This is an optimization exercise on Yosys and OpenROAD, whose aim is small area, a short achievable clock period and few clock cycles per item, not a production implementation. In this exercise RTL edits were held to simulation tests only and were not proved equivalent to the original.

==> inputs of v38 <==
==> flow/design.v <==
`timescale 1ns/10ps
module int_alu (
    input  logic        sub,
    input  logic        arith,
    input  logic [7:0]  sel,
    input  logic [31:0] a,
    input  logic [31:0] b,
    input  logic [4:0]  shamt,
    output logic [31:0] result
);
    logic [32:0] sum;
    logic        lt;
    logic        ltu;
    logic [31:0] sll;
    logic [31:0] srx;
    logic [31:0] g [6];
    logic [31:0] p [6];
    logic [32:0] c;
    assign g[0] = (a & b) | {31'd0, (a[0] ^ b[0]) & sub};
    assign p[0] = a ^ b;
    for (genvar l = 0; l < 5; l++) begin : g_lvl
        for (genvar i = 0; i < 32; i++) begin : g_bit
            if (i >= (1 << l)) begin : g_merge
                assign g[l+1][i] = g[l][i] | (p[l][i] & g[l][i - (1 << l)]);
                assign p[l+1][i] = p[l][i] & p[l][i - (1 << l)];
            end else begin : g_pass
                assign g[l+1][i] = g[l][i];
                assign p[l+1][i] = p[l][i];
            end
        end
    end
    assign c   = {g[5], sub};
    assign sum = {c[32], p[0] ^ c[31:0]};
    assign ltu   = !sum[32];
    assign lt    = (a[31] ^ !b[31]) ? a[31] : sum[31];
    assign sll   = a << shamt;
    assign srx   = $unsigned($signed({arith && a[31], a}) >>> shamt);
    always_comb begin
        result = ({32{sel[0]}} & sum[31:0])
               | ({32{sel[1]}} & sll)
               | ({32{sel[2]}} & {31'd0, lt})
               | ({32{sel[3]}} & {31'd0, ltu})
               | ({32{sel[4]}} & (a ^ b))
               | ({32{sel[5]}} & srx)
               | ({32{sel[6]}} & (a | b))
               | ({32{sel[7]}} & (a & b));
    end
endmodule
`timescale 1ns/10ps
module int_regfile (
    input  logic        clk,
    input  logic        we,
    input  logic [4:0]  waddr,
    input  logic [31:0] wdata,
    input  logic [4:0]  raddr1,
    input  logic [4:0]  raddr2,
    output logic [31:0] rdata1,
    output logic [31:0] rdata2
);
    logic [31:0] regs [31:1];
    always_ff @(posedge clk) begin
        if (we && (waddr != 5'd0)) begin
            regs[waddr] <= wdata;
        end
    end
    assign rdata1 = (raddr1 == 5'd0) ? 32'd0 : regs[raddr1];
    assign rdata2 = (raddr2 == 5'd0) ? 32'd0 : regs[raddr2];
endmodule
`timescale 1ns/10ps
module inst_decode (
    input  logic [31:0] inst,
    output logic [4:0]  rd,
    output logic [4:0]  rs1,
    output logic [4:0]  rs2,
    output logic [31:0] imm,
    output logic        use_rs1,
    output logic        use_rs2,
    output logic        sub,
    output logic        arith,
    output logic [7:0]  sel,
    output logic        illegal
);
    localparam logic [6:0] OPC_OP     = 7'b0110011;
    localparam logic [6:0] OPC_OP_IMM = 7'b0010011;
    localparam logic [6:0] OPC_LUI    = 7'b0110111;
    logic is_op;
    logic is_imm;
    logic is_lui;
    logic alu;
    assign is_op  = (inst[6:0] == OPC_OP);
    assign is_imm = (inst[6:0] == OPC_OP_IMM);
    assign is_lui = (inst[6:0] == OPC_LUI);
    assign alu    = is_op || is_imm;
    assign rd      = inst[11:7];
    assign rs1     = inst[19:15];
    assign rs2     = inst[24:20];
    assign use_rs1 = alu;
    assign use_rs2 = is_op;
    assign illegal = !(alu || is_lui);
    always_comb begin
        if (is_imm)      imm = {{20{inst[31]}}, inst[31:20]};
        else if (is_lui) imm = {inst[31:12], 12'h000};
        else             imm = 32'd0;
    end
    always_comb begin
        sel = 8'd0;
        if (alu) sel[inst[14:12]] = 1'b1;
        else     sel[0] = 1'b1;
    end
    assign sub   = alu && ((is_op && inst[14:12] == 3'd0 && inst[30]) ||
                           inst[14:12] == 3'd2 || inst[14:12] == 3'd3);
    assign arith = inst[30];
endmodule
`timescale 1ns/10ps
module inst_fetch #(
    parameter logic [31:0] RESET_PC = 32'h0000_1000
) (
    input  logic        clk,
    input  logic        reset,
    output logic [31:0] araddr,
    output logic        arvalid,
    input  logic        arready
);
    logic [31:2] pc;
    always_ff @(posedge clk) begin
        if (reset) begin
            arvalid <= 1'b0;
            pc      <= RESET_PC[31:2];
        end else begin
            arvalid <= 1'b1;
            if (arvalid && arready) begin
                pc <= pc + 30'd1;
            end
        end
    end
    assign araddr = {pc, 2'b00};
endmodule
`timescale 1ns/10ps
module inst_queue (
    input  logic        clk,
    input  logic        reset,
    input  logic [31:0] rdata,
    input  logic        rvalid,
    output logic        rready,
    input  logic        go,
    output logic        valid,
    output logic [31:0] inst
);
    localparam logic [6:0] OPC_OP     = 7'b0110011;
    localparam logic [6:0] OPC_OP_IMM = 7'b0010011;
    localparam logic [6:0] OPC_LUI    = 7'b0110111;
    logic [31:0] q1;
    logic        v1;
    logic        take;
    logic        free;
    logic        q0_wr;
    logic        q1_dep;
    assign take = rvalid && rready;
    assign free = go || !valid;
    assign q0_wr  = (inst[6:0] == OPC_OP || inst[6:0] == OPC_OP_IMM ||
                     inst[6:0] == OPC_LUI) && (inst[11:7] != 5'd0);
    assign q1_dep = q0_wr &&
                    (((q1[6:0] == OPC_OP || q1[6:0] == OPC_OP_IMM) &&
                      q1[19:15] == inst[11:7]) ||
                     (q1[6:0] == OPC_OP && q1[24:20] == inst[11:7]));
    always_ff @(posedge clk) begin
        if (reset) begin
            valid  <= 1'b0;
            v1     <= 1'b0;
            rready <= 1'b0;
        end else begin
            if (free) begin
                valid <= v1 || take;
                v1    <= v1 && take;
            end else begin
                v1    <= v1 || take;
            end
            rready <= !(go && v1 && take && q1_dep);
        end
        if (free) begin
            inst <= v1 ? q1 : rdata;
        end
        if (free || !v1) begin
            q1 <= rdata;
        end
    end
endmodule
`timescale 1ns/10ps
module exec_stage #(
    parameter logic [31:0] RESET_PC = 32'h0000_1000
) (
    input  logic        clk,
    input  logic        reset,
    input  logic        valid,
    input  logic [31:0] inst,
    output logic        go,
    output logic        retire_valid,
    output logic [31:0] retire_pc,
    output logic [4:0]  retire_rd,
    output logic [31:0] retire_value,
    output logic        retire_write,
    output logic        retire_illegal
);
    logic [4:0]  dec_rd;
    logic [4:0]  dec_rs1;
    logic [4:0]  dec_rs2;
    logic [31:0] dec_imm;
    logic        dec_use_rs1;
    logic        dec_use_rs2;
    logic        dec_sub;
    logic        dec_arith;
    logic [7:0]  dec_sel;
    logic        dec_illegal;
    logic        byp1;
    logic        byp2;
    logic [31:0] opa;
    logic [31:0] rs1_val;
    logic [31:0] rs2_val;
    logic [31:0] opb;
    logic        x_valid;
    logic        x_we;
    logic [4:0]  x_rd;
    logic        x_illegal;
    logic        x_sub;
    logic        x_arith;
    logic [7:0]  x_sel;
    logic [31:0] x_a;
    logic [31:0] x_b;
    logic [4:0]  x_sh;
    logic [31:0] x_result;
    logic        w_we;
    logic [31:2] ret_pc;
    inst_decode u_decode (
        .inst    (inst),
        .rd      (dec_rd),
        .rs1     (dec_rs1),
        .rs2     (dec_rs2),
        .imm     (dec_imm),
        .use_rs1 (dec_use_rs1),
        .use_rs2 (dec_use_rs2),
        .sub     (dec_sub),
        .arith   (dec_arith),
        .sel     (dec_sel),
        .illegal (dec_illegal)
    );
    int_regfile u_regfile (
        .clk    (clk),
        .we     (w_we),
        .waddr  (retire_rd),
        .wdata  (retire_value),
        .raddr1 (dec_rs1),
        .raddr2 (dec_rs2),
        .rdata1 (rs1_val),
        .rdata2 (rs2_val)
    );
    assign byp1 = w_we && (retire_rd == dec_rs1);
    assign byp2 = w_we && (retire_rd == dec_rs2);
    assign opa  = ({32{dec_use_rs1 && !byp1}} & rs1_val) |
                  ({32{dec_use_rs1 &&  byp1}} & retire_value);
    assign opb  = ({32{dec_use_rs2 && !byp2}} & rs2_val) |
                  ({32{dec_use_rs2 &&  byp2}} & retire_value) | dec_imm;
    assign go = valid && !(x_we && ((dec_use_rs1 && x_rd == dec_rs1) ||
                                    (dec_use_rs2 && x_rd == dec_rs2)));
    always_ff @(posedge clk) begin
        if (reset) begin
            x_valid <= 1'b0;
            x_we    <= 1'b0;
        end else begin
            x_valid <= go;
            x_we    <= go && !dec_illegal && (dec_rd != 5'd0);
        end
        x_rd      <= dec_rd;
        x_illegal <= dec_illegal;
        x_sub     <= dec_sub;
        x_arith   <= dec_arith;
        x_sel     <= dec_sel;
        x_a       <= opa;
        x_b       <= dec_sub ? ~opb : opb;
        x_sh      <= opb[4:0];
    end
    int_alu u_alu (
        .sub    (x_sub),
        .arith  (x_arith),
        .sel    (x_sel),
        .a      (x_a),
        .b      (x_b),
        .shamt  (x_sh),
        .result (x_result)
    );
    always_ff @(posedge clk) begin
        if (reset) begin
            retire_valid <= 1'b0;
            w_we         <= 1'b0;
            ret_pc       <= RESET_PC[31:2] - 30'd1;
        end else begin
            retire_valid <= x_valid;
            w_we         <= x_we;
            if (x_valid) begin
                ret_pc <= ret_pc + 30'd1;
            end
        end
        retire_rd      <= x_rd;
        retire_value   <= x_result;
        retire_write   <= !x_illegal;
        retire_illegal <= x_illegal;
    end
    assign retire_pc = {ret_pc, 2'b00};
endmodule
`timescale 1ns/10ps
module cpu_top #(
    parameter logic [31:0] RESET_PC    = 32'h0000_1000,
    parameter int          QUEUE_DEPTH = 4
) (
    input  logic        clk,
    input  logic        reset,
    output logic [31:0] ar_addr,
    output logic        ar_valid,
    input  logic        ar_ready,
    input  logic [31:0] r_data,
    input  logic        r_valid,
    output logic        r_ready,
    output logic        retire_valid,
    output logic [31:0] retire_pc,
    output logic [4:0]  retire_rd,
    output logic [31:0] retire_value,
    output logic        retire_write,
    output logic        retire_illegal
);
    logic        f_valid;
    logic [31:0] f_inst;
    logic        f_go;
    inst_fetch #(
        .RESET_PC (RESET_PC)
    ) u_fetch (
        .clk     (clk),
        .reset   (reset),
        .araddr  (ar_addr),
        .arvalid (ar_valid),
        .arready (ar_ready)
    );
    inst_queue u_queue (
        .clk    (clk),
        .reset  (reset),
        .rdata  (r_data),
        .rvalid (r_valid),
        .rready (r_ready),
        .go     (f_go),
        .valid  (f_valid),
        .inst   (f_inst)
    );
    exec_stage #(
        .RESET_PC (RESET_PC)
    ) u_exec (
        .clk            (clk),
        .reset          (reset),
        .valid          (f_valid),
        .inst           (f_inst),
        .go             (f_go),
        .retire_valid   (retire_valid),
        .retire_pc      (retire_pc),
        .retire_rd      (retire_rd),
        .retire_value   (retire_value),
        .retire_write   (retire_write),
        .retire_illegal (retire_illegal)
    );
endmodule
==> flow/flow/run.sh <==
#!/bin/bash
set -euo pipefail
bash standard.sh "BUFFER_PORTS_ARGS=-buffer_cell sky130_fd_sc_hd__buf_4" \
    SETUP_SLACK_MARGIN=6.5 TNS_END_PERCENT=5 finish > flow_standard.log 2>&1
==> flow/standard.sh <==
#!/bin/bash
# synth_recipe.tcl (not shown) runs the flow's synth.tcl, then flattens the netlist and writes it again
# the make line also repeats each setting of config.mk as NAME=value (left out here)
make -C /OpenROAD-flow-scripts/flow DESIGN_CONFIG=/design/flow/config.mk WORK_HOME=/design/flow/orfs CLKGATE_MAP_FILE= SYNTH_SCRIPT=/design/flow/synth_recipe.tcl "${@:-finish}"
==> flow/config.mk <==
export PLATFORM = sky130hd
export DESIGN_NAME = cpu_top
export DESIGN_NICKNAME = cpu_top
export VERILOG_FILES = /design/flow/design.v
export SDC_FILE = /design/flow/constraint.sdc
export NUM_CORES = 4
export LEC_CHECK = 0
export CAP_MARGIN = 20
export CORE_MARGIN = 2
export CORE_UTILIZATION = 40
export PLACE_DENSITY = 0.6
export SLEW_MARGIN = 20
==> flow/constraint.sdc <==
create_clock -name core_clock -period 10.0 [get_ports {clk}]
set_input_delay 2.0000 -clock core_clock [delete_from_list [all_inputs] [get_ports {clk}]]
set_output_delay 2.0000 -clock core_clock [all_outputs]
set_load 0.01 [all_outputs]
==> v33 (differences from v38) <==
==> flow/design.v, changed modules only <==
module int_regfile (
    input  logic        clk,
    input  logic        we,
    input  logic [4:0]  waddr,
    input  logic [31:0] wdata,
    input  logic [4:0]  raddr1,
    input  logic [4:0]  raddr2,
    output logic [31:0] rdata1,
    output logic [31:0] rdata2
);
    logic [31:0] regs [31:1];
    always_ff @(posedge clk) begin
        if (we && (waddr != 5'd0)) begin
            regs[waddr] <= wdata;
        end
    end
    logic [31:0] file [32];
    logic [31:0] grp1 [8];
    logic [31:0] grp2 [8];
    always_comb begin
        file[0] = 32'd0;
        for (int i = 1; i < 32; i++) begin
            file[i] = regs[i];
        end
        rdata1 = 32'd0;
        rdata2 = 32'd0;
        for (int g = 0; g < 8; g++) begin
            grp1[g] = file[4 * g + 32'(raddr1[1:0])];
            grp2[g] = file[4 * g + 32'(raddr2[1:0])];
            rdata1  = rdata1 | ({32{raddr1[4:2] == 3'(g)}} & grp1[g]);
            rdata2  = rdata2 | ({32{raddr2[4:2] == 3'(g)}} & grp2[g]);
        end
    end
endmodule
==> flow/flow/run.sh (replaced) <==
#!/bin/bash
set -euo pipefail
bash standard.sh "BUFFER_PORTS_ARGS=-buffer_cell sky130_fd_sc_hd__buf_4" \
    SETUP_SLACK_MARGIN=7.1 finish > flow_standard.log 2>&1
Settings changed: CORE_UTILIZATION 40 to 60, CTS_CLUSTER_DIAMETER from default to 100, CTS_CLUSTER_SIZE from default to 20, PLACE_DENSITY 0.6 to 0.72, TNS_END_PERCENT from default to 20.
==> v7 (differences from v38) <==
==> flow/design.v, changed modules only <==
module int_alu (
    input  logic        sub,
    input  logic        arith,
    input  logic [7:0]  sel,
    input  logic [31:0] a,
    input  logic [31:0] b,
    output logic [31:0] result
);
    logic [31:0] bx;
    logic [32:0] sum;
    logic        lt;
    logic        ltu;
    logic [4:0]  shamt;
    logic [31:0] sll;
    logic [31:0] srx;
    assign bx    = sub ? ~b : b;
    assign sum   = {1'b0, a} + {1'b0, bx} + {32'd0, sub};
    assign ltu   = !sum[32];
    assign lt    = (a[31] ^ b[31]) ? a[31] : sum[31];
    assign shamt = b[4:0];
    assign sll   = a << shamt;
    assign srx   = $unsigned($signed({arith && a[31], a}) >>> shamt);
    always_comb begin
        result = ({32{sel[0]}} & sum[31:0])
               | ({32{sel[1]}} & sll)
               | ({32{sel[2]}} & {31'd0, lt})
               | ({32{sel[3]}} & {31'd0, ltu})
               | ({32{sel[4]}} & (a ^ b))
               | ({32{sel[5]}} & srx)
               | ({32{sel[6]}} & (a | b))
               | ({32{sel[7]}} & (a & b));
    end
endmodule
module inst_fetch #(
    parameter logic [31:0] RESET_PC = 32'h0000_1000
) (
    input  logic        clk,
    input  logic        reset,
    output logic [31:0] araddr,
    output logic        arvalid,
    input  logic        arready,
    output logic        rready
);
    logic [31:2] pc;
    always_ff @(posedge clk) begin
        if (reset) begin
            arvalid <= 1'b0;
            pc      <= RESET_PC[31:2];
        end else begin
            arvalid <= 1'b1;
            if (arvalid && arready) begin
                pc <= pc + 30'd1;
            end
        end
    end
    assign araddr = {pc, 2'b00};
    assign rready = 1'b1;
endmodule
module inst_queue (
    input  logic        clk,
    input  logic        reset,
    input  logic [31:0] rdata,
    input  logic        rvalid,
    output logic        valid,
    output logic [31:0] inst
);
    always_ff @(posedge clk) begin
        if (reset) begin
            valid <= 1'b0;
        end else begin
            valid <= rvalid;
        end
        inst <= rdata;
    end
endmodule
module exec_stage #(
    parameter logic [31:0] RESET_PC = 32'h0000_1000
) (
    input  logic        clk,
    input  logic        reset,
    input  logic        valid,
    input  logic [31:0] inst,
    output logic        retire_valid,
    output logic [31:0] retire_pc,
    output logic [4:0]  retire_rd,
    output logic [31:0] retire_value,
    output logic        retire_write,
    output logic        retire_illegal
);
    logic [4:0]  dec_rd;
    logic [4:0]  dec_rs1;
    logic [4:0]  dec_rs2;
    logic [31:0] dec_imm;
    logic        dec_use_rs1;
    logic        dec_use_rs2;
    logic        dec_sub;
    logic        dec_arith;
    logic [7:0]  dec_sel;
    logic        dec_illegal;
    logic [31:0] rs1_val;
    logic [31:0] rs2_val;
    logic [31:0] opa;
    logic [31:0] opb;
    logic        x_valid;
    logic        x_we;
    logic [4:0]  x_rd;
    logic        x_illegal;
    logic        x_sub;
    logic        x_arith;
    logic [7:0]  x_sel;
    logic [31:0] x_a;
    logic [31:0] x_b;
    logic [31:0] x_result;
    logic [31:2] ret_pc;
    inst_decode u_decode (
        .inst    (inst),
        .rd      (dec_rd),
        .rs1     (dec_rs1),
        .rs2     (dec_rs2),
        .imm     (dec_imm),
        .use_rs1 (dec_use_rs1),
        .use_rs2 (dec_use_rs2),
        .sub     (dec_sub),
        .arith   (dec_arith),
        .sel     (dec_sel),
        .illegal (dec_illegal)
    );
    int_regfile u_regfile (
        .clk    (clk),
        .we     (x_we),
        .waddr  (x_rd),
        .wdata  (x_result),
        .raddr1 (dec_rs1),
        .raddr2 (dec_rs2),
        .rdata1 (rs1_val),
        .rdata2 (rs2_val)
    );
    always_comb begin
        if (!dec_use_rs1)                    opa = 32'd0;
        else if (x_we && x_rd == dec_rs1)    opa = x_result;
        else                                 opa = rs1_val;
        if (!dec_use_rs2)                    opb = dec_imm;
        else if (x_we && x_rd == dec_rs2)    opb = x_result;
        else                                 opb = rs2_val;
    end
    always_ff @(posedge clk) begin
        if (reset) begin
            x_valid <= 1'b0;
            x_we    <= 1'b0;
        end else begin
            x_valid <= valid;
            x_we    <= valid && !dec_illegal && (dec_rd != 5'd0);
        end
        x_rd      <= dec_rd;
        x_illegal <= dec_illegal;
        x_sub     <= dec_sub;
        x_arith   <= dec_arith;
        x_sel     <= dec_sel;
        x_a       <= opa;
        x_b       <= opb;
    end
    int_alu u_alu (
        .sub    (x_sub),
        .arith  (x_arith),
        .sel    (x_sel),
        .a      (x_a),
        .b      (x_b),
        .result (x_result)
    );
    always_ff @(posedge clk) begin
        if (reset) begin
            retire_valid <= 1'b0;
            ret_pc       <= RESET_PC[31:2] - 30'd1;
        end else begin
            retire_valid <= x_valid;
            if (x_valid) begin
                ret_pc <= ret_pc + 30'd1;
            end
        end
        retire_rd      <= x_rd;
        retire_value   <= x_result;
        retire_write   <= !x_illegal;
        retire_illegal <= x_illegal;
    end
    assign retire_pc = {ret_pc, 2'b00};
endmodule
module cpu_top #(
    parameter logic [31:0] RESET_PC    = 32'h0000_1000,
    parameter int          QUEUE_DEPTH = 4
) (
    input  logic        clk,
    input  logic        reset,
    output logic [31:0] ar_addr,
    output logic        ar_valid,
    input  logic        ar_ready,
    input  logic [31:0] r_data,
    input  logic        r_valid,
    output logic        r_ready,
    output logic        retire_valid,
    output logic [31:0] retire_pc,
    output logic [4:0]  retire_rd,
    output logic [31:0] retire_value,
    output logic        retire_write,
    output logic        retire_illegal
);
    logic        f_valid;
    logic [31:0] f_inst;
    inst_fetch #(
        .RESET_PC (RESET_PC)
    ) u_fetch (
        .clk     (clk),
        .reset   (reset),
        .araddr  (ar_addr),
        .arvalid (ar_valid),
        .arready (ar_ready),
        .rready  (r_ready)
    );
    inst_queue u_queue (
        .clk    (clk),
        .reset  (reset),
        .rdata  (r_data),
        .rvalid (r_valid),
        .valid  (f_valid),
        .inst   (f_inst)
    );
    exec_stage #(
        .RESET_PC (RESET_PC)
    ) u_exec (
        .clk            (clk),
        .reset          (reset),
        .valid          (f_valid),
        .inst           (f_inst),
        .retire_valid   (retire_valid),
        .retire_pc      (retire_pc),
        .retire_rd      (retire_rd),
        .retire_value   (retire_value),
        .retire_write   (retire_write),
        .retire_illegal (retire_illegal)
    );
endmodule
==> flow/run.sh (new file) <==
#!/bin/bash
# synth_recipe.tcl (not shown) runs the flow's synth.tcl, then flattens the netlist and writes it again
# the make line also repeats each setting of config.mk as NAME=value (left out here)
make -C /OpenROAD-flow-scripts/flow DESIGN_CONFIG=/design/flow/config.mk WORK_HOME=/design/flow/orfs CLKGATE_MAP_FILE= SYNTH_SCRIPT=/design/flow/synth_recipe.tcl finish
removed: flow/flow/run.sh
removed: flow/standard.sh
==> v8 (differences from v38) <==
==> flow/design.v, changed modules only <==
module int_regfile (
    input  logic        clk,
    input  logic        we,
    input  logic [4:0]  waddr,
    input  logic [31:0] wdata,
    input  logic [4:0]  raddr1,
    input  logic [4:0]  raddr2,
    output logic [31:0] rdata1,
    output logic [31:0] rdata2
);
    logic [31:0] regs [31:1];
    always_ff @(posedge clk) begin
        if (we && (waddr != 5'd0)) begin
            regs[waddr] <= wdata;
        end
    end
    logic [31:0] file [32];
    logic [31:0] grp1 [8];
    logic [31:0] grp2 [8];
    always_comb begin
        file[0] = 32'd0;
        for (int i = 1; i < 32; i++) begin
            file[i] = regs[i];
        end
        rdata1 = 32'd0;
        rdata2 = 32'd0;
        for (int g = 0; g < 8; g++) begin
            grp1[g] = file[4 * g + 32'(raddr1[1:0])];
            grp2[g] = file[4 * g + 32'(raddr2[1:0])];
            rdata1  = rdata1 | ({32{raddr1[4:2] == 3'(g)}} & grp1[g]);
            rdata2  = rdata2 | ({32{raddr2[4:2] == 3'(g)}} & grp2[g]);
        end
    end
endmodule
==> flow/flow/run.sh (replaced) <==
#!/bin/bash
set -euo pipefail
bash standard.sh "BUFFER_PORTS_ARGS=-buffer_cell sky130_fd_sc_hd__buf_4" \
    SETUP_SLACK_MARGIN=7.1 finish > flow_standard.log 2>&1
Settings changed: CORE_UTILIZATION 40 to 60, CTS_CLUSTER_DIAMETER from default to 100, CTS_CLUSTER_SIZE from default to 20, PLACE_DENSITY 0.6 to 0.72, TNS_END_PERCENT from default to 5.
==> results.sh <==
export IMPL_hold_path_endpoint="u_exec.retire_illegal"
export IMPL_synth_top_area_share=0.522
export IMPL_gp_congestion=0.973
export IMPL_routed_via_count=42500
export IMPL_netSwitchingPower_mw=2.17
export IMPL_cts_buffers=72
export IMPL_worstHoldStart="u_exec.x_illegal"
export IMPL_ff_to_ff_end="u_exec.x_b[5]"
export IMPL_status="finished clean"
export IMPL_h_tree_depth=3
-- figures above: v8

==> results.sh <==
export IMPL_cts_buffers=139
export IMPL_netSwitchingPower_mw=2.59
export IMPL_gp_congestion=0.979
export IMPL_regMostFlops="u_exec.u_regfile.regs"
export IMPL_final_layout_size_suffix_gt1_frac=0.307
export IMPL_biggestCellCategory="flip-flops and latches"
export IMPL_tritoncts_clock_tree="done"
export IMPL_status="finished clean"
export IMPL_worstHoldStart="u_exec.x_illegal"
export IMPL_highest_signal_layer="met4"
export IMPL_hold_path_endpoint="u_exec.retire_illegal"
export IMPL_h_tree_depth=4
export IMPL_routed_via_count=38500
-- figures above: v38

==> results.sh <==
export IMPL_h_tree_depth=4
export IMPL_routed_via_count=38000
export IMPL_netSwitchingPower_mw=2.49
export IMPL_status="finished clean"
export IMPL_cts_buffers=134
export IMPL_hold_path_endpoint="u_exec.x_rd[3]"
export IMPL_synth_top_area_share=0.495
-- figures above: v7

==> results.sh <==
export IMPL_routed_via_count=42800
export IMPL_ff2ff_setup_slack_ns=6.64
export IMPL_status="finished clean"
export IMPL_netSwitchingPower_mw=2.22
export IMPL_clk_share=0.0305
export IMPL_worstHoldStart="u_exec.x_illegal"
export IMPL_h_tree_depth=3
export IMPL_power_share_combinational=0.081
export IMPL_ff_to_ff_end="u_exec.u_regfile.regs[14][13]"
export IMPL_gp_congestion=1.01
export IMPL_overflow=0
export IMPL_hold_path_endpoint="u_exec.retire_illegal"
-- figures above: v33

Testbench counts of v38, summed over its fixed seeds: cycles 11,485, insts 8,000.
Testbench counts of v33, summed over its fixed seeds: cycles 11,485, insts 8,000.
Testbench counts of v7, summed over its fixed seeds: cycles 11,280, insts 8,000.
Testbench counts of v8, summed over its fixed seeds: cycles 11,485, insts 8,000.

port drivers added, routing unchanged:
In the flow no input, the clock included, has a driving cell. The finished layouts below were timed again as built, in two steps. Step 1 assumes that a clkbuf_16 drives the clock port and a buf_2 every other input. Step 2 times the ports against the registers' clock, not the clock port: input delays grow and output delays shrink by t, the midpoint of the rising clock arrivals with the driver on. Slacks: ideal / step 1 / step 2; pairs: ideal / step 1.
run	shift t [ns]	slack for setup (ns)	worst hold slack (ns)	worst setup path after step 2	slew at the worst register clock pin (ns)
v38	0.876	6.351 / 6.264 / 6.052	0.368 / 0.368 / 0.368	input to register	0.06 / 0.06
v33	0.762	6.636 / 6.576 / 6.248	0.368 / 0.368 / 0.368	input to register	0.10 / 0.10
v7	0.846	4.964 / 4.964 / 4.964	0.342 / 0.342 / 0.342	register to register	0.07 / 0.07
v8	0.744	6.659 / 6.591 / 6.225	0.357 / 0.357 / 0.357	input to register	0.09 / 0.09
After both steps every run listed still meets setup and hold. The setup slack of v8, which loses most, moves by -0.068 ns with the drivers and by -0.434 ns with both steps.
